Background: an optimization exercise with open tools, aiming at small area and a short achievable clock period. Do not read the settings as production practice. Only simulation tests tie the RTL to the original design; equivalence was not proved. Power figures rest on the tool's default switching activity, not on a simulated workload.

### flow/design.v
`default_nettype none
package cpu_pkg;
	localparam int word_width = 16;
	localparam int reg_count = 4;
	localparam int reg_addr_width = 2;
	localparam int dmem_depth = 16;
	localparam int dmem_addr_width = 4;
	localparam logic [3:0] op_adi = 4'd4;
	localparam logic [3:0] op_ori = 4'd5;
	localparam logic [3:0] op_lhi = 4'd6;
	localparam logic [3:0] op_lwd = 4'd7;
	localparam logic [3:0] op_swd = 4'd8;
	localparam logic [3:0] op_rtype = 4'd15;
	localparam logic [5:0] fn_add = 6'd0;
	localparam logic [5:0] fn_sub = 6'd1;
	localparam logic [5:0] fn_and = 6'd2;
	localparam logic [5:0] fn_orr = 6'd3;
	localparam logic [5:0] fn_not = 6'd4;
	localparam logic [5:0] fn_tcp = 6'd5;
	localparam logic [5:0] fn_shl = 6'd6;
	localparam logic [5:0] fn_shr = 6'd7;
	localparam logic [5:0] fn_wwd = 6'd28;
	localparam logic [5:0] fn_hlt = 6'd29;
	typedef struct packed {
		logic inv;
		logic imm_lo;
		logic imm_sx;
		logic imm_hi;
		logic s_sum;
		logic s_or;
		logic s_and;
		logic s_shr;
		logic s_mem;
		logic wr;
		logic sw;
		logic wwd;
		logic hlt;
	} ctrl_t;
endpackage
`default_nettype wire
`default_nettype none
module control (
	input  logic              [15:0] inst,
	input  logic                     ex_wr,
	input  logic              [1:0]  ex_dest,
	output cpu_pkg::ctrl_t           ctrl,
	output logic              [1:0]  dest,
	output logic              [3:0]  rs_oh,
	output logic              [3:0]  rt_oh,
	output logic                     fwd_a,
	output logic                     fwd_b
);
	logic [1:0] rs;
	logic [1:0] rt;
	logic       a_use;
	logic       b_use;
	logic [1:0] b_reg;
	logic       a_hit;
	logic       b_hit;
	assign rs = inst[11:10];
	assign rt = inst[9:8];
	always_comb begin
		ctrl = '0;
		a_use = 1'b1;
		b_use = 1'b0;
		b_reg = rt;
		case (inst[15:12])
			cpu_pkg::op_adi: begin
				ctrl.imm_lo = 1'b1;
				ctrl.imm_sx = 1'b1;
				ctrl.s_sum = 1'b1;
				ctrl.wr = 1'b1;
			end
			cpu_pkg::op_ori: begin
				ctrl.imm_lo = 1'b1;
				ctrl.s_or = 1'b1;
				ctrl.wr = 1'b1;
			end
			cpu_pkg::op_lhi: begin
				ctrl.imm_hi = 1'b1;
				ctrl.s_sum = 1'b1;
				ctrl.wr = 1'b1;
				a_use = 1'b0;
			end
			cpu_pkg::op_lwd: begin
				ctrl.s_mem = 1'b1;
				ctrl.wr = 1'b1;
			end
			cpu_pkg::op_swd: begin
				ctrl.sw = 1'b1;
				b_use = 1'b1;
			end
			cpu_pkg::op_rtype: begin
				b_use = 1'b1;
				ctrl.wr = 1'b1;
				case (inst[5:0])
					cpu_pkg::fn_add: ctrl.s_sum = 1'b1;
					cpu_pkg::fn_sub: begin
						ctrl.inv = 1'b1;
						ctrl.s_sum = 1'b1;
					end
					cpu_pkg::fn_and: ctrl.s_and = 1'b1;
					cpu_pkg::fn_orr: ctrl.s_or = 1'b1;
					cpu_pkg::fn_not: begin
						ctrl.inv = 1'b1;
						ctrl.s_or = 1'b1;
						a_use = 1'b0;
						b_reg = rs;
					end
					cpu_pkg::fn_tcp: begin
						ctrl.inv = 1'b1;
						ctrl.s_sum = 1'b1;
						a_use = 1'b0;
						b_reg = rs;
					end
					cpu_pkg::fn_shl: begin
						ctrl.s_sum = 1'b1;
						b_reg = rs;
					end
					cpu_pkg::fn_shr: ctrl.s_shr = 1'b1;
					cpu_pkg::fn_wwd: begin
						ctrl.wr = 1'b0;
						ctrl.wwd = 1'b1;
						ctrl.s_sum = 1'b1;
						b_use = 1'b0;
					end
					cpu_pkg::fn_hlt: begin
						ctrl.wr = 1'b0;
						ctrl.hlt = 1'b1;
						a_use = 1'b0;
						b_use = 1'b0;
					end
					default: begin
						ctrl.wr = 1'b0;
						a_use = 1'b0;
						b_use = 1'b0;
					end
				endcase
			end
			default: begin
				a_use = 1'b0;
			end
		endcase
	end
	assign a_hit = ex_wr && ex_dest == rs;
	assign b_hit = ex_wr && ex_dest == b_reg;
	assign fwd_a = a_use && a_hit;
	assign fwd_b = b_use && b_hit;
	assign rs_oh = (a_use && !a_hit) ? (4'b0001 << rs) : 4'b0000;
	assign rt_oh = (b_use && !b_hit) ? (4'b0001 << b_reg) : 4'b0000;
	assign dest = (inst[15:12] == cpu_pkg::op_rtype) ? inst[7:6] : inst[9:8];
endmodule
`default_nettype wire
`default_nettype none
module reg_file (
	input  logic        clk,
	input  logic        rst,
	input  logic [3:0]  rs_oh,
	input  logic [3:0]  rt_oh,
	input  logic        fwd_a,
	input  logic        fwd_b,
	input  logic [15:0] imm,
	input  logic [1:0]  dec_rs,
	input  logic [3:0]  dec_off,
	input  logic        we_next,
	input  logic [1:0]  wr_addr_next,
	input  logic [15:0] ex_result,
	output logic [15:0] dec_line,
	output logic [15:0] rs_data,
	output logic [15:0] rt_data,
	input  logic        we,
	input  logic [1:0]  wr_addr,
	input  logic [15:0] wr_data
);
	logic [15:0] regs [4];
	always_ff @(posedge clk) begin
		for (int i = 0; i < 4; i++) begin
			if (rst || (we && wr_addr == 2'(i))) begin
				regs[i] <= rst ? '0 : wr_data;
			end
		end
	end
	logic [3:0] dec_rs_low;
	logic [3:0] reg_addr;
	logic [3:0] fwd_addr;
	logic [3:0] dec_addr;
	assign dec_rs_low = (we && wr_addr == dec_rs) ? wr_data[3:0] : regs[dec_rs][3:0];
	assign reg_addr = dec_rs_low + dec_off;
	assign fwd_addr = ex_result[3:0] + dec_off;
	assign dec_addr = (we_next && wr_addr_next == dec_rs) ? fwd_addr : reg_addr;
	assign dec_line = 16'd1 << dec_addr;
	always_comb begin
		rs_data = {16{fwd_a}} & wr_data;
		rt_data = ({16{fwd_b}} & wr_data) | imm;
		for (int i = 0; i < 4; i++) begin
			rs_data = rs_data | ({16{rs_oh[i]}} & regs[i]);
			rt_data = rt_data | ({16{rt_oh[i]}} & regs[i]);
		end
	end
endmodule
`default_nettype wire
`default_nettype none
module id_ex_reg (
	input  logic                     clk,
	input  logic                     rst,
	input  logic                     inst_valid,
	input  logic              [15:0] inst,
	input  cpu_pkg::ctrl_t           dec_ctrl,
	input  logic              [1:0]  dec_dest,
	input  logic              [3:0]  dec_rs_oh,
	input  logic              [3:0]  dec_rt_oh,
	input  logic                     dec_fwd_a,
	input  logic                     dec_fwd_b,
	input  logic              [15:0] dec_line,
	output cpu_pkg::ctrl_t           ex_ctrl,
	output logic              [3:0]  ex_rs_oh,
	output logic              [3:0]  ex_rt_oh,
	output logic                     ex_fwd_a,
	output logic                     ex_fwd_b,
	output logic              [1:0]  ex_dest,
	output logic              [7:0]  ex_imm8,
	output logic              [15:0] ex_line
);
	always_ff @(posedge clk) begin
		if (rst || !inst_valid) begin
			ex_ctrl <= '0;
		end else begin
			ex_ctrl <= dec_ctrl;
		end
	end
	always_ff @(posedge clk) begin
		ex_rs_oh <= dec_rs_oh;
		ex_rt_oh <= dec_rt_oh;
		ex_fwd_a <= dec_fwd_a;
		ex_fwd_b <= dec_fwd_b;
		ex_dest <= dec_dest;
		ex_imm8 <= inst[7:0];
		ex_line <= dec_line;
	end
endmodule
`default_nettype wire
`default_nettype none
module execute_stage (
	input  logic                     clk,
	input  logic                     rst,
	input  cpu_pkg::ctrl_t           ex_ctrl,
	input  logic              [1:0]  ex_dest,
	input  logic              [7:0]  ex_imm8,
	input  logic              [15:0] a,
	input  logic              [15:0] b,
	input  logic              [15:0] ex_line,
	output logic              [15:0] imm,
	output logic                     ex_wr,
	output logic              [15:0] ex_result,
	output logic                     wb_valid,
	output logic              [1:0]  wb_reg,
	output logic              [15:0] wb_data,
	output logic                     out_valid,
	output logic              [15:0] out_data,
	output logic                     halted
);
	logic        halted_q;
	logic        wb_valid_q;
	logic        out_valid_q;
	logic [1:0]  wb_reg_q;
	logic [15:0] wb_data_q;
	logic        live;
	logic [15:0] bx;
	logic [16:0] sum_c;
	logic [15:0] sum;
	logic [15:0] mem_rdata;
	logic [15:0] line;
	logic [15:0] result;
	logic [15:0] dmem [16];
	assign live = !halted_q;
	assign imm[7:0] = ex_ctrl.imm_lo ? ex_imm8 : 8'd0;
	assign imm[15:8] = ex_ctrl.imm_hi ? ex_imm8 : {8{ex_ctrl.imm_sx && ex_imm8[7]}};
	assign bx = ex_ctrl.inv ? ~b : b;
	assign sum_c = {a, 1'b1} + {bx, ex_ctrl.inv};
	assign sum = sum_c[16:1];
	assign line = ex_line;
	always_comb begin
		mem_rdata = '0;
		for (int i = 0; i < 16; i++) begin
			mem_rdata = mem_rdata | ({16{line[i]}} & dmem[i]);
		end
	end
	assign result = ({16{ex_ctrl.s_sum}} & sum) |
		({16{ex_ctrl.s_or}} & (a | bx)) |
		({16{ex_ctrl.s_and}} & (a & b)) |
		({16{ex_ctrl.s_shr}} & {a[15], a[15:1]}) |
		({16{ex_ctrl.s_mem}} & mem_rdata);
	assign ex_wr = live && ex_ctrl.wr;
	assign ex_result = result;
	always_ff @(posedge clk) begin
		for (int i = 0; i < 16; i++) begin
			if (rst || (live && ex_ctrl.sw && line[i])) begin
				dmem[i] <= rst ? '0 : b;
			end
		end
	end
	always_ff @(posedge clk) begin
		if (rst) begin
			wb_valid_q <= 1'b0;
			out_valid_q <= 1'b0;
			halted_q <= 1'b0;
		end else begin
			wb_valid_q <= ex_wr;
			out_valid_q <= live && ex_ctrl.wwd;
			halted_q <= halted_q || (live && ex_ctrl.hlt);
		end
	end
	always_ff @(posedge clk) begin
		wb_reg_q <= ex_dest;
		wb_data_q <= result;
	end
	assign wb_valid = wb_valid_q;
	assign wb_reg = wb_reg_q;
	assign wb_data = wb_data_q;
	assign out_valid = out_valid_q;
	assign out_data = wb_data_q;
	assign halted = halted_q;
endmodule
`default_nettype wire
`default_nettype none
module cpu_top (
	input  logic                               clk,
	input  logic                               rst,
	input  logic                               inst_valid,
	input  logic [cpu_pkg::word_width-1:0]     inst,
	output logic                               wb_valid,
	output logic [cpu_pkg::reg_addr_width-1:0] wb_reg,
	output logic [cpu_pkg::word_width-1:0]     wb_data,
	output logic                               out_valid,
	output logic [cpu_pkg::word_width-1:0]     out_data,
	output logic                               halted
);
	cpu_pkg::ctrl_t dec_ctrl;
	logic [1:0]  dec_dest;
	cpu_pkg::ctrl_t ex_ctrl;
	logic [3:0]  ex_rs_oh;
	logic [3:0]  ex_rt_oh;
	logic [1:0]  ex_dest;
	logic [7:0]  ex_imm8;
	logic [15:0] a;
	logic [15:0] b;
	logic        ex_wr;
	logic [15:0] dec_line;
	logic [15:0] ex_result;
	logic [15:0] ex_line;
	logic        dec_fwd_a;
	logic        dec_fwd_b;
	logic        ex_fwd_a;
	logic        ex_fwd_b;
	logic [15:0] imm;
	logic [3:0]  dec_rs_oh;
	logic [3:0]  dec_rt_oh;
	control u_control (
		.inst (inst),
		.ex_wr (ex_wr),
		.ex_dest (ex_dest),
		.fwd_a (dec_fwd_a),
		.fwd_b (dec_fwd_b),
		.ctrl (dec_ctrl),
		.dest (dec_dest),
		.rs_oh (dec_rs_oh),
		.rt_oh (dec_rt_oh)
	);
	id_ex_reg u_id_ex_reg (
		.clk        (clk),
		.rst        (rst),
		.inst_valid (inst_valid),
		.inst       (inst),
		.dec_ctrl   (dec_ctrl),
		.dec_dest   (dec_dest),
		.dec_rs_oh  (dec_rs_oh),
		.dec_rt_oh  (dec_rt_oh),
		.dec_fwd_a  (dec_fwd_a),
		.dec_fwd_b  (dec_fwd_b),
		.dec_line   (dec_line),
		.ex_line    (ex_line),
		.ex_fwd_a   (ex_fwd_a),
		.ex_fwd_b   (ex_fwd_b),
		.ex_ctrl    (ex_ctrl),
		.ex_rs_oh   (ex_rs_oh),
		.ex_rt_oh   (ex_rt_oh),
		.ex_dest    (ex_dest),
		.ex_imm8    (ex_imm8)
	);
	reg_file u_reg_file (
		.clk     (clk),
		.rst     (rst),
		.rs_oh   (ex_rs_oh),
		.rt_oh   (ex_rt_oh),
		.imm     (imm),
		.dec_rs  (inst[11:10]),
		.dec_off (inst[3:0]),
		.we_next  (ex_wr),
		.wr_addr_next (ex_dest),
		.ex_result (ex_result),
		.dec_line (dec_line),
		.fwd_a   (ex_fwd_a),
		.fwd_b   (ex_fwd_b),
		.rs_data (a),
		.rt_data (b),
		.we      (wb_valid),
		.wr_addr (wb_reg),
		.wr_data (wb_data)
	);
	execute_stage u_execute_stage (
		.clk       (clk),
		.rst       (rst),
		.ex_ctrl   (ex_ctrl),
		.ex_dest   (ex_dest),
		.ex_imm8   (ex_imm8),
		.a         (a),
		.b         (b),
		.ex_line   (ex_line),
		.imm       (imm),
		.ex_wr     (ex_wr),
		.ex_result (ex_result),
		.wb_valid  (wb_valid),
		.wb_reg    (wb_reg),
		.wb_data   (wb_data),
		.out_valid (out_valid),
		.out_data  (out_data),
		.halted    (halted)
	);
endmodule
`default_nettype wire
### flow/flow/run.sh
#!/bin/bash
export CUSTOM_ABC_SCRIPT=$PWD/flow/abc.script
bash standard.sh ADDER_MAP_FILE= "BUFFER_PORTS_ARGS=-buffer_cell sky130_fd_sc_hd__buf_4" "CTS_ARGS=-sink_clustering_enable -repair_clock_nets -buf_list sky130_fd_sc_hd__clkbuf_8 -sink_clustering_size 20 -sink_clustering_max_diameter 50 -dont_use_dummy_load" SYNTH_SCRIPT=$PWD/flow/synth_custom.tcl finish > standard.log 2>&1
### flow/flow/abc.script
&get -n
&st
&dch
&nf -R 30
&put
buffer -c
topo
stime -c
upsize -c
dnsize -c
### flow/flow/synth_custom.tcl
# The standard synthesis script (synth_recipe.tcl), with one change:
# the ABC mapping step uses flow/abc.script in place of ORFS's speed script.
# Registers are mapped before ABC runs, so they are the same as the
# standard synthesis's.
proc synth {args} { yosys synth -nofsm -noshare {*}$args }
proc abc {args} {
  set i [lsearch -exact $args -script]
  if {$i >= 0} { lset args [expr {$i + 1}] $::env(CUSTOM_ABC_SCRIPT) }
  yosys abc {*}$args
}
source $::env(SCRIPTS_DIR)/synth.tcl
# left out here: clear keep_hierarchy, flatten, clean up, hide names made inside functions, write 1_2_yosys.v
### flow/standard.sh
#!/bin/bash
# synth_recipe.tcl (not shown) runs the flow's synth.tcl, then flattens the netlist and writes it again
# the make line also repeats each setting of config.mk as NAME=value (left out here)
make -C /OpenROAD-flow-scripts/flow DESIGN_CONFIG=/design/flow/config.mk WORK_HOME=/design/flow/orfs CLKGATE_MAP_FILE= SYNTH_SCRIPT=/design/flow/synth_recipe.tcl "${@:-finish}"
### flow/config.mk
export PLATFORM = sky130hd
export DESIGN_NAME = cpu_top
export DESIGN_NICKNAME = cpu_top
export VERILOG_FILES = /design/flow/design.v
export SDC_FILE = /design/flow/constraint.sdc
export NUM_CORES = 4
export LEC_CHECK = 0
export CAP_MARGIN = 20
export CORE_MARGIN = 2
export CORE_UTILIZATION = 72
export CTS_BUF_LIST = sky130_fd_sc_hd__clkbuf_8
export CTS_CLUSTER_DIAMETER = 50
export CTS_CLUSTER_SIZE = 20
export PLACE_DENSITY = 0.8
export SETUP_SLACK_MARGIN = 2.6
export SLEW_MARGIN = 20
### flow/constraint.sdc
create_clock -name core_clock -period 5.5 [get_ports {clk}]
set_input_delay 1.1000 -clock core_clock [delete_from_list [all_inputs] [get_ports {clk}]]
set_output_delay 1.1000 -clock core_clock [all_outputs]
set_load 0.01 [all_outputs]
==> summary.txt, run 1 <==
Synth
  • Largest cells by area after synthesis: edfxtp_1 (61%), dfxtp_1 (8.9%), a222oi_1 (5.8%)
  • Cell type contributing the most total cell area after synthesis: edfxtp_1
  • Share of synthesized area spent on multiplexers: 0.435%
  • Synthesized Nets: 1166
  • Number of warnings printed during yosys synthesis: 6
  • Fraction of synthesized cell area in xor and xnor cells: 3.11%
  • Combinational family with the most area after synthesis: compound AO/OA/AOI/OAI gates
  • Fraction of the mapped netlist area in adder cells: 0.0711%
  • Number of enable flip-flop cells after synthesis: 320
  • Mapped Avg Cell Area: 13.8 um^2
  • Most instantiated flip-flop cell in the synthesis netlist: edfxtp_1
  • Synth cell types: 60
  • Compound-gate portion of the synthesized area: 14.6%
  • Fraction of the yosys area taken by sequential cells: 69.6%
  • Simple-gate area share of the yosys netlist: 9.38%
  • Instance count of the mapped netlist: 1147
  • Top cell type's share of synthesized area: 60.7%
  • Count of state elements after synthesis: 390
  • Async set-reset flop share out of synthesis: 0%
  • Most used standard cells in the synthesized netlist: edfxtp_1 (320), nand2_1 (103), a222oi_1 (91)
  • Cell Area, Synth: 15800 um^2
  • Most repeated cell in the gate-level netlist after synthesis: edfxtp_1

Clocking
  • Maximum buffer depth of the clock tree: 3
  • Sinks on Clock Net: 390
  • Clock slew seen by the registers of the worst setup and hold paths: 0.11 ns
  • Worst-skew pair later-pin latency: 0.57 ns
  • Hold-fix buffers, CTS: 0
  • CTS tree: built
  • Maximum level of the CTS H-tree: 2
  • Buffer cell driving the clock tree root: clkbuf_8
  • Clock buffers created by TritonCTS: 36

Route
  • Routed Antenna Nets: 0
  • Wirelength, routed: 40.6 mm
  • Detailed-route via count: 11000
  • Via density per instance: 7.44
  • Post-detailed-route DRC marker count: 0
  • Routed len/inst: 27.6 um
  • Initial drt markers: 2307
  • Detailed-router iteration count before antenna repair: 12

STA
  • Total count of max-transition violations in the final report: 0
  • Tmin final: 3.24 ns
  • Final-layout worst hold slack: 0.366 ns
  • Clock Skew: 0.0580 ns
  • Setup slack of the critical path after layout: 2.26 ns
  • Worst slew margin relative to its limit: 27.4%
  • Final Hold Fails: 0
  • Sum of negative setup slack: 0 ns
  • Part of the cycle the worst path needs: 58.9%
  • Number of setup violations in the final report: 0
  • Unrepaired setup endpoints after global routing: true
  • Highest Clock Rate: 0.309 GHz
  • Slew at the pin closest to its max-slew limit: 1.09 ns

Floorplan
  • Initial cell density of the core: 73.0%
  • Top-level I/O count: 56
  • Area of the die: 23200 um^2
  • Number of cell rows: 54
  • Standard cell core area: 21700 um^2
  • Die H: 152 um
  • Chip width: 152 um

Worst setup path
  • Levels on crit path: 13
  • Startpoint class of the critical path: flip-flop
  • Data arrival time of the critical path: 3.68 ns
  • Count of buffer and inverter cells on the critical path: 1
  • CP delay by family, top: compound AO/OA/AOI/OAI gates
  • Worst reg-to-reg path cell count: 13
  • Required time of the critical path: 5.94 ns
  • Cell at the slowest stage of the critical path: a222oi_1
  • Cell Chain, Critical Path: buf_12, a222oi_1, nand4_1, a221oi_2, nand4_1, a32oi_1, nand3_1, a21oi_2, nand2b_4, o21ai_4, maj3_2, xor2_4, nor3_1
  • Slowest Stage Delay on Critical Path: 0.45 ns
  • Critical Path Fanout Max: 8
  • Endpoint type of the worst setup path: flip-flop
  • CP dominant cell by count: nand4_1
  • Path type of the worst setup path: flip-flop to flip-flop

Placement
  • Area post-placement: 16300 um^2
  • Count of placed standard cells including taps: 1400
  • Placement Setup Slack: 1.91 ns
  • Count of port buffers added during placement: 55
  • Final weighted congestion of routability-driven global placement: 0.964
  • Estimated wirelength of the detail-placed design: 25.4 mm

Outcome
  • Run status: finished clean

GRT
  • Pin count of the biggest net entering global routing: 57
  • Via count of the first global-routing pass: 10400
  • Antenna violations before repair: 0
  • Total routing usage reported by global routing: 33.5%
  • Congestion Overflow GR: 0
  • First-pass GRT wire length: 59.7 mm

Finish
  • Total non-filler cell area in the finished layout: 17500 um^2
  • Total area of multi-input combinational cells: 4780 um^2
  • Syn-to-layout area delta: 10.6%
  • # nets final: 1212
  • Area of all sequential standard cells: 11000 um^2
  • Diode insertion count for antenna repair: 0
  • Post-route insts no fill: 1471
  • Fill cell total of the finished layout: 1172
  • Fraction of layout instances using a drive strength above 1: 21.3%
  • Post-route core utilization: 80.7%

Power
  • Power, Total: 5.38 mW
  • Reported leakage power: 6.32 nW
  • Power per standard cell area: 307 nW/um^2
  • Peak VDD IR: 0.254 mV

Hold path
  • Number of cells on the worst hold path: 0
  • Min-Delay Path Class: flip-flop to flip-flop

Job
  • Max capacitance violation total: 0
[flip-flops by register name (all words and copies together), names as in the netlist, 2 cells and up]
| name | count |
|---|---|
| u_id_ex_reg.ex_imm8 | 8 |
| u_id_ex_reg.ex_rt_oh | 4 |
| u_id_ex_reg.ex_line | 16 |
| u_execute_stage.wb_data_q | 16 |
| u_id_ex_reg.ex_dest | 2 |
| u_execute_stage.dmem | 256 |
| u_id_ex_reg.ex_ctrl | 13 |
| u_reg_file.regs | 64 |
| u_id_ex_reg.ex_rs_oh | 4 |
| u_execute_stage.wb_reg_q | 2 |
[power by group]
| part | switching [mW] | internal [mW] |
|---|---|---|
| clock | 0.865 | 0.587 |
| sequential | 0.122 | 3.32 |
| combinational | 0.313 | 0.177 |
| total | 1.30 | 4.08 |
[final timing paths]
path / slack, ns / start / end
worst min register to register: 0.37 / u_id_ex_reg.ex_dest[1] / u_execute_stage.wb_reg_q[1]
worst min-delay path: 0.37 / u_id_ex_reg.ex_dest[1] / u_execute_stage.wb_reg_q[1]
worst max-delay path: 2.26 / u_id_ex_reg.ex_line[4] / u_id_ex_reg.ex_line[4]
worst max register to register: 2.26 / u_id_ex_reg.ex_line[4] / u_id_ex_reg.ex_line[4]
[layout make-up]
class	count	area share, %
well taps	280	2.00
multi-input cells	654	27.3
repair buffers	99	4.50
flip-flops and latches	390	63.1
clock buffers	36	2.83
inverters	12	0.272
[cells in the final DEF (no fill, tap or decap), drive strengths merged, types with 8 or more instances in the layout]
master,Yosys,layout
a21o,18,18
a21oi,28,28
a221oi,15,15
a222oi,91,91
a22oi,66,66
a31oi,8,8
and3,15,15
buf,28,99
clkbuf,63,36
dfxtp,70,70
edfxtp,320,320
inv,12,12
nand2,104,104
nand3,27,27
nand4,25,25
nor2,47,47
nor2b,19,19
nor3,26,26
o21ai,39,39
or2,8,8
xnor2,28,28
xor2,24,24
[routing by layer]
layer	part of all wire [%]	up-vias	wire length (um)	global-route usage [%]
met1	36	5286	14800	48.9
met2	47	925	19200	51.8
met5	0	-	0	0
met4	3.3	0	1360	11.0
met3	13	135	5280	6.71
li1	-	4604	-	-
[logic make-up after synthesis]
kind of cell / count (synthesis)
compound gates: 293
xor+xnor: 52
fa+ha+maj: 1
buf+inv: 103
flops: 390
mux: 6
simple gates: 302
[repair_timing]
action                     in CTS  in global routing
setup buffers                  20                 14
resized for setup              64                 48
pin swaps                      29                 28
setup endpoints to repair      23                 25
==> run 2: changes to the inputs <==
==> flow/flow/run.sh (replaced) <==
#!/bin/bash
# Layout flow: the standard ORFS layout (standard.sh), with these changes:
#  - synthesis maps the combinational logic with flow/abc.script, through
#    flow/synth_custom.tcl; registers are mapped before ABC runs, so they are
#    the standard synthesis's registers
#  - no full/half-adder cell extraction (ADDER_MAP_FILE empty); ABC maps adders
#  - port buffers are buf_4
#  - clock tree of clkbuf_8, clusters of at most 20 sinks within 50 um, and no
#    dummy clock loads
# ORFS writes each step's full tool log under orfs/logs/; make's own output
# goes to standard.log here.
export CUSTOM_ABC_SCRIPT=$PWD/flow/abc.script
bash standard.sh ADDER_MAP_FILE= \
	"BUFFER_PORTS_ARGS=-buffer_cell sky130_fd_sc_hd__buf_4" \
	"CTS_ARGS=-sink_clustering_enable -repair_clock_nets -buf_list sky130_fd_sc_hd__clkbuf_8 -sink_clustering_size 20 -sink_clustering_max_diameter 50 -dont_use_dummy_load" \
	SYNTH_SCRIPT=$PWD/flow/synth_custom.tcl \
	finish > standard.log 2>&1
--- a/flow/config.mk
+++ b/flow/config.mk
@@ -8,9 +8,9 @@
 export CAP_MARGIN = 20
 export CORE_MARGIN = 2
-export CORE_UTILIZATION = 72
+export CORE_UTILIZATION = 65
 export CTS_BUF_LIST = sky130_fd_sc_hd__clkbuf_8
 export CTS_CLUSTER_DIAMETER = 50
 export CTS_CLUSTER_SIZE = 20
-export PLACE_DENSITY = 0.8
+export PLACE_DENSITY = 0.75
 export SETUP_SLACK_MARGIN = 2.6
 export SLEW_MARGIN = 20
==> summary.txt, run 2 <==
Floorplan
  • Chip width: 160 um (was 152 um)
  • Initial cell density of the core: 65.7% (was 73.0%)
  • Top-level I/O count: 56 (unchanged)
  • Die H: 160 um (was 152 um)
  • Standard cell core area: 24100 um^2 (was 21700 um^2)
  • Number of cell rows: 57 (was 54)
  • Area of the die: 25600 um^2 (was 23200 um^2)

Route
  • Detailed-router iteration count before antenna repair: 8 (was 12)
  • Routed Antenna Nets: 0 (unchanged)
  • Post-detailed-route DRC marker count: 0 (unchanged)
  • Initial drt markers: 1749 (was 2307)
  • Via density per instance: 6.96 (was 7.44)
  • Wirelength, routed: 38.6 mm (was 40.6 mm)
  • Detailed-route via count: 10400 (was 11000)
  • Routed len/inst: 25.8 um (was 27.6 um)

Synth
  • Synthesized Nets: 1166 (unchanged)
  • Async set-reset flop share out of synthesis: 0% (unchanged)
  • Most repeated cell in the gate-level netlist after synthesis: edfxtp_1 (unchanged)
  • Count of state elements after synthesis: 390 (unchanged)
  • Cell Area, Synth: 15800 um^2 (unchanged)
  • Instance count of the mapped netlist: 1147 (unchanged)
  • Synth cell types: 60 (unchanged)
  • Mapped Avg Cell Area: 13.8 um^2 (unchanged)
  • Largest cells by area after synthesis: edfxtp_1 (61%), dfxtp_1 (8.9%), a222oi_1 (5.8%) (unchanged)
  • Fraction of the yosys area taken by sequential cells: 69.6% (unchanged)
  • Number of warnings printed during yosys synthesis: 6 (unchanged)
  • Cell type contributing the most total cell area after synthesis: edfxtp_1 (unchanged)
  • Top cell type's share of synthesized area: 60.7% (unchanged)
  • Most instantiated flip-flop cell in the synthesis netlist: edfxtp_1 (unchanged)
  • Number of enable flip-flop cells after synthesis: 320 (unchanged)
  • Most used standard cells in the synthesized netlist: edfxtp_1 (320), nand2_1 (103), a222oi_1 (91) (unchanged)

Power
  • Peak VDD IR: 0.211 mV (was 0.254 mV)
  • Power, Total: 5.36 mW (was 5.38 mW)
  • Logic pwr share: 8.8% (was 9.1%)
  • Part of the power in the clock network: 27.2% (was 27.0%)
  • Power per standard cell area: 311 nW/um^2 (was 307 nW/um^2)
  • Cell Int Power: 4.07 mW (was 4.08 mW)
  • Sequential share of power: 64.0% (was 63.9%)
  • Switching Power: 1.29 mW (was 1.30 mW)
  • Reported leakage power: 6.16 nW (was 6.32 nW)
  • Switching power as a share of total power: 24.1% (was 24.2%)

Finish
  • Largest registers: u_execute_stage.dmem: 256 flops, u_reg_file.regs: 64 flops (unchanged)
  • Number of flip-flops in the largest register: 256 (unchanged)
  • Post-route insts no fill: 1497 (was 1471)
  • Most common cell after layout, fill and taps aside: edfxtp_1 (unchanged)
  • Highest-count cells in the layout ignoring fill and taps: edfxtp_1 (320), nand2_1 (103), a222oi_1 (91), buf_4 (79), a22oi_1 (62) (was edfxtp_1 (320), nand2_1 (98), buf_4 (94), a222oi_1 (91), a22oi_1 (62))
  • Syn-to-layout area delta: 8.77% (was 10.6%)
  • Fraction of layout instances using a drive strength above 1: 17.7% (was 21.3%)
  • Total non-filler cell area in the finished layout: 17200 um^2 (was 17500 um^2)
  • Top register by number of flip-flops: u_execute_stage.dmem (unchanged)
  • Diode insertion count for antenna repair: 0 (unchanged)
  • # nets final: 1194 (was 1212)
  • Post-route core utilization: 71.4% (was 80.7%)

Worst setup path
  • Path type of the worst setup path: flip-flop to flip-flop (unchanged)
  • Critical Path Fanout Max: 8 (unchanged)
  • Critical register-to-register path startpoint: u_reg_file.regs[0][0] (was u_id_ex_reg.ex_line[4])
  • Startpoint class of the critical path: flip-flop (unchanged)
  • Data arrival time of the critical path: 3.58 ns (was 3.68 ns)
  • Required time of the critical path: 5.96 ns (was 5.94 ns)
  • Register-to-Register Setup Slack: 2.38 ns (was 2.26 ns)
  • CP startpoint: u_reg_file.regs[0][0] (was u_id_ex_reg.ex_line[4])
  • Endpoint type of the worst setup path: flip-flop (unchanged)

Placement
  • Count of port buffers added during placement: 55 (unchanged)
  • Final weighted congestion of routability-driven global placement: 0.934 (was 0.964)
  • Placement Setup Slack: 2.01 ns (was 1.91 ns)
  • Estimated wirelength of the detail-placed design: 25.1 mm (was 25.4 mm)
  • Area post-placement: 16400 um^2 (was 16300 um^2)
  • Count of placed standard cells including taps: 1446 (was 1400)

STA
  • Unrepaired setup endpoints after global routing: true (unchanged)
  • Final-layout worst hold slack: 0.399 ns (was 0.366 ns)
  • Number of setup violations in the final report: 0 (unchanged)
  • Total count of max-transition violations in the final report: 0 (unchanged)
  • Slew at the pin closest to its max-slew limit: 1.05 ns (was 1.09 ns)
  • Part of the cycle the worst path needs: 56.7% (was 58.9%)
  • Final Hold Fails: 0 (unchanged)
  • Clock Skew: 0.0822 ns (was 0.0580 ns)
  • Worst slew margin relative to its limit: 30.1% (was 27.4%)
  • Highest Clock Rate: 0.321 GHz (was 0.309 GHz)
  • Setup slack of the critical path after layout: 2.38 ns (was 2.26 ns)
  • Tmin final: 3.12 ns (was 3.24 ns)
  • Sum of negative setup slack: 0 ns (unchanged)

Clocking
  • Maximum level of the CTS H-tree: 2 (unchanged)
  • Sinks on Clock Net: 390 (unchanged)
  • Worst-skew pair later-pin latency: 0.57 ns (about the same)
  • Clock buffers created by TritonCTS: 36 (unchanged)
  • Hold-fix buffers, CTS: 0 (unchanged)
  • Clock slew seen by the registers of the worst setup and hold paths: 0.11 ns (about the same)
  • Buffer cell driving the clock tree root: clkbuf_8 (unchanged)
  • Maximum buffer depth of the clock tree: 3 (unchanged)
  • CTS tree: built (unchanged)

Hold path
  • Min-Delay Path Class: flip-flop to flip-flop (unchanged)
  • Launch instance of the worst min-delay path: u_id_ex_reg.ex_dest[1] (unchanged)

GRT
  • Total routing usage reported by global routing: 30.0% (was 33.5%)
  • Antenna violations before repair: 0 (unchanged)
  • First-pass GRT wire length: 58.3 mm (was 59.7 mm)
  • Via count of the first global-routing pass: 10000 (was 10400)
  • Pin count of the biggest net entering global routing: 57 (unchanged)
  • Congestion Overflow GR: 0 (unchanged)

Job
  • Max capacitance violation total: 0 (unchanged)

Outcome
  • Run status: finished clean (unchanged)
[run 2: cell types whose count changed in the layout (fill, tap and decap cells not counted), moves of 4 or more]
cell	delta
and3_1	+4
xor2_1	+7
nand2_1	+5
xor2_2	-6
dfxtp_4	+4
buf_4	-15
nand2_2	-4
[run 2: path summary, 6_finish.rpt]
check	endpoint	cells past startpoint
worst min register to register	u_execute_stage.wb_reg_q[1]	0
worst min-delay path	u_execute_stage.wb_reg_q[1]	0
worst max register to register	u_id_ex_reg.ex_line[2]	13
worst max-delay path	u_id_ex_reg.ex_line[2]	13
[run 2: worst max-delay path, stage by stage, from the launching register on]
cell,delay [ns]
edfxtp_1,0.47
a222oi_1,0.30
buf_4,0.18
nand3_4,0.12
xor2_1,0.26
nand3_1,0.13
nand3_2,0.11
xnor2_1,0.09
a22oi_2,0.12
nand4_1,0.14
o21a_2,0.26
maj3_2,0.40
xor2_4,0.32
nor3_1,0.09
[run 2: final cells by class]
cell class / count / area, um^2
sequential: 390 / 11100
fill: 1644 / 6890
multi-input combinational: 654 / 4590
timing repair buffer: 81 / 624
clock buffer: 36 / 495
tap: 324 / 405
inverter: 12 / 45.0
[run 2: logic make-up (layout without fill, tap and decap cells)]
group	after synthesis	count (layout)	share of synthesized area [%]
mux	6	6	0.435
simple gates	302	302	9.38
buf+inv	103	129	2.87
xor+xnor	52	52	3.11
flops	390	390	69.6
compound gates	293	293	14.6
fa+ha+maj	1	1	0.0711
[run 2: power groups by stage]
stage | logic (mW) | clock network, mW | registers, mW
after floorplan | 0.330 | 0 | 3.41
after global placement | 0.424 | 0 | 3.49
after detailed placement | 0.433 | 0 | 3.49
after CTS | 0.447 | 1.46 | 3.43
after global routing | 0.507 | 1.56 | 3.44
final | 0.470 | 1.46 | 3.43
[run 2: layer usage]
metal	GRT usage (%)	vias up	wire (um)
li1	-	4587	-
met2	46.2	644	17900
met4	10.3	0	1110
met3	6.18	93	4190
met5	0	-	0
met1	43.2	5093	15400
[run 2: repair_timing]
| item | in CTS | in global routing |
|---|---|---|
| gates resized for setup | 41 | 25 |
| setup buffers | 7 | 8 |
| pin swaps | 16 | 8 |
| setup endpoints to repair | 21 | 24 |
| gates cloned | 0 | 0 |

## separate check: timing with driven ports
The flow's constraints put no driver on any port. The routed layouts listed below were extracted and timed again, unchanged, in two steps. Step 1 sets driving cells, clkbuf_16 on the clock port and buf_2 on the other inputs (assumed; they add their load-dependent delay and slew). Step 2 moves the port delays by t, midway between the first and last clock arrival at a register: inputs arrive t later, outputs are due t later. That takes back most of the time a late clock gives input paths. Slacks: ideal / step 1 / step 2; pairs: ideal / step 1.
run | shift t [ns] | slack for setup (ns) | hold slack, ns | latest minus earliest clock arrival (ns) | worst register clock-pin slew, ns
run 1 | 0.583 | 2.261 / 2.261 / 2.107 | 0.366 / 0.366 / 0.366 | 0.059 / 0.058 | 0.12 / 0.12
run 2 | 0.579 | 2.381 / 2.381 / 2.152 | 0.399 / 0.399 / 0.399 | 0.083 / 0.083 | 0.11 / 0.11
After both steps every run listed still meets setup and hold. The setup slack of run 2, which loses most, moves by 0.000 ns with the drivers and by -0.229 ns with both steps.
